Context: an optimization exercise on an open-source flow, tuned for small area, a short achievable clock period and few clock cycles per item. The choices shown serve that exercise and are no tape-out recipe. In this exercise RTL edits were held to simulation tests only and were not proved equivalent to the original. Power is estimated from default activity; no workload was simulated.

## anc_top
module anc_top
(
    input  logic                clk,
    input  logic                rstn,
    input  logic                head_flag,
    input  anc_pkg::frame_in_t  frame,
    output anc_pkg::sample_t    dout,
    output logic                frame_done
);
    logic              srstn;
    logic [10:0]       ph;
    logic              active;
    logic              wz;
    logic [6:0]        ubo, ubt, ubn;
    logic [6:0]        fbo, fbt, fbn;
    logic [13:0]       pa_n;
    logic [13:0]       pb_n;
    anc_pkg::sample_t  err_a;
    anc_pkg::sample_t  err_b;
    always_ff @(posedge clk or negedge rstn)
    begin
        if (!rstn)
            srstn <= 1'b0;
        else
            srstn <= 1'b1;
    end
    anc_sequencer i_sequencer (
        .clk        (clk),
        .rstn       (rstn),
        .srstn      (srstn),
        .head_flag  (head_flag),
        .ph         (ph),
        .active     (active),
        .wz         (wz),
        .frame_done (frame_done)
    );
    anc_ref_delay_line i_ref_delay_line (
        .clk       (clk),
        .srstn     (srstn),
        .noise_ref (frame.noise_ref),
        .ph        (ph),
        .active    (active),
        .ubo       (ubo),
        .ubt       (ubt),
        .ubn       (ubn),
        .fbo       (fbo),
        .fbt       (fbt),
        .fbn       (fbn)
    );
    always_ff @(posedge clk)
    begin
        if (ph[10])
        begin
            pa_n <= ~frame.primary_a;
            pb_n <= ~frame.primary_b;
        end
    end
    anc_channel i_channel_a (
        .clk    (clk),
        .srstn  (srstn),
        .pn     (pa_n),
        .ph     (ph),
        .active (active),
        .wz     (wz),
        .ubo    (ubo),
        .ubt    (ubt),
        .ubn    (ubn),
        .fbo    (fbo),
        .fbt    (fbt),
        .fbn    (fbn),
        .err    (err_a)
    );
    anc_channel i_channel_b (
        .clk    (clk),
        .srstn  (srstn),
        .pn     (pb_n),
        .ph     (ph),
        .active (active),
        .wz     (wz),
        .ubo    (ubo),
        .ubt    (ubt),
        .ubn    (ubn),
        .fbo    (fbo),
  ...
Size in the first run: about 5400 cells after synthesis, ~60 I/O pins, roughly 58000 um^2 of cells after synthesis.
export LEC_CHECK = 0
export CAP_MARGIN = 20
export CORE_MARGIN = 2
export CORE_UTILIZATION = 40
export SLEW_MARGIN = 20
create_clock -name core_clock -period 13.0 [get_ports {clk}]
standard.sh (not shown) runs the stock make flow with config.mk's settings and CLKGATE_MAP_FILE= SYNTH_SCRIPT=/design/flow/synth_recipe.tcl, a recipe that flattens the netlist after the stock synthesis.
==> flow/flow/run.sh <==
#!/bin/bash
set -euo pipefail
bash standard.sh SETUP_SLACK_MARGIN=9.4 finish > run_make.log 2>&1
The first run finished with timing, DRC and antenna clean.
Testbench counts at the start, summed over its fixed seeds: cycles 35,192, frames 3,200.
Next try:
==> flow/run.sh (new file) <==
#!/bin/bash
# synth_recipe.tcl (not shown) runs the flow's synth.tcl, then flattens the netlist and writes it again
# the make line also repeats each setting of config.mk as NAME=value (left out here)
make -C /OpenROAD-flow-scripts/flow DESIGN_CONFIG=/design/flow/config.mk WORK_HOME=/design/flow/orfs CLKGATE_MAP_FILE= SYNTH_SCRIPT=/design/flow/synth_recipe.tcl finish
removed: flow/flow/run.sh
removed: flow/standard.sh
Effect: The new run produced a clean layout; register-to-register slack gets worse by 0.82 ns; via count falls by 0.98%; wire length goes down by 0.71%; power grows by 1.8%; cell count barely changes; flip-flop and latch count is unchanged; sequential power stays flat; synthesized cell count does not change; die area does not change; global-route usage barely changes; setup slack got worse by 0.53 ns.
Next try:
==> flow/flow/run.sh (new file) <==
#!/bin/bash
set -euo pipefail
bash standard.sh SETUP_SLACK_MARGIN=9.5 finish > run_make.log 2>&1
==> flow/standard.sh (new file) <==
#!/bin/bash
# synth_recipe.tcl (not shown) runs the flow's synth.tcl, then flattens the netlist and writes it again
# the make line also repeats each setting of config.mk as NAME=value (left out here)
make -C /OpenROAD-flow-scripts/flow DESIGN_CONFIG=/design/flow/config.mk WORK_HOME=/design/flow/orfs CLKGATE_MAP_FILE= SYNTH_SCRIPT=/design/flow/synth_recipe.tcl "${@:-finish}"
CTS_CLUSTER_DIAMETER = 100   (was default)
CTS_CLUSTER_SIZE = 30   (was default)
removed: flow/run.sh
The changed run completed without violations; global-route usage drops by 0.16 points; critical path depth drops by 12; worst setup slack improved by 0.56 ns; clock skew climbs by 0.019 ns; via count climbs by 1.5%; count of clock-buffer cells in the layout drops by 97; final cell count drops by 0.73%; design area drops by 1.4%; synthesized area stays the same; power drops by 15%; clock power drops by 43%.
Next try:
CORE_UTILIZATION = 60   (was 40)
CTS_CLUSTER_DIAMETER = default   (was 100)
CTS_CLUSTER_SIZE = default   (was 30)
Result: The changed run completed with no timing, DRC or antenna violations; final area came out higher by about 1.8%; synthesized area does not change; clock-buffer cell count came out higher by 91.
Next try:
==> flow/flow/run.sh (replaced) <==
#!/bin/bash
set -euo pipefail
bash standard.sh SETUP_SLACK_MARGIN=9.2 finish > run_make.log 2>&1
ABC_AREA = 1   (was default)
CORE_UTILIZATION = 40   (was 60)
CTS_CLUSTER_DIAMETER = 100   (was default)
CTS_CLUSTER_SIZE = 30   (was default)
What happened: The new run went through all stages and came out clean; clock skew rises by 0.031 ns; register-to-register slack loses 0.39 ns; global-route usage fell by 8.4 points; cell area came out higher by 5.4%; routed wire length grows by 19%; sequential power climbs by 38%; setup slack is worse by 0.11 ns; cell count came out higher by 39%; combinational power went up to 3.6 times its value; critical path depth does not change.

==> static timing again, ports no longer ideal <==
How much do the figures lean on ideal ports? The routed layouts below were timed once more, with nothing changed but the port constraints. Step 1 (the two cells are an assumption about what drives the block):
set clk [get_ports {clk}]
set_driving_cell -lib_cell sky130_fd_sc_hd__clkbuf_16 $clk
set_driving_cell -lib_cell sky130_fd_sc_hd__buf_2 [delete_from_list [all_inputs] $clk]
Step 2 also shifts input and output timing later by t, the mid clock arrival at the registers, as if the neighbouring blocks saw the same clock. Three values: ideal, step 1, step 2; two values: the first two.
run | shift t [ns] | setup slack, ns | worst hold slack (ns)
the first run | 0.820 | 9.065 / 8.989 / 8.637 | 0.307 / 0.307 / 0.307
the second run | 0.834 | 8.536 / 8.511 / 8.536 | 0.310 / 0.310 / 0.310
the third run | 0.779 | 9.096 / 9.024 / 8.781 | 0.318 / 0.318 / 0.318
the fourth run | 0.765 | 9.157 / 9.083 / 8.798 | 0.312 / 0.312 / 0.312
the fifth run | 0.774 | 9.042 / 8.961 / 8.711 | 0.323 / 0.323 / 0.323
After both steps setup and hold are still met in every run listed. The setup slack of the first run, which loses most, moves by -0.076 ns with the drivers and by -0.428 ns with both steps.
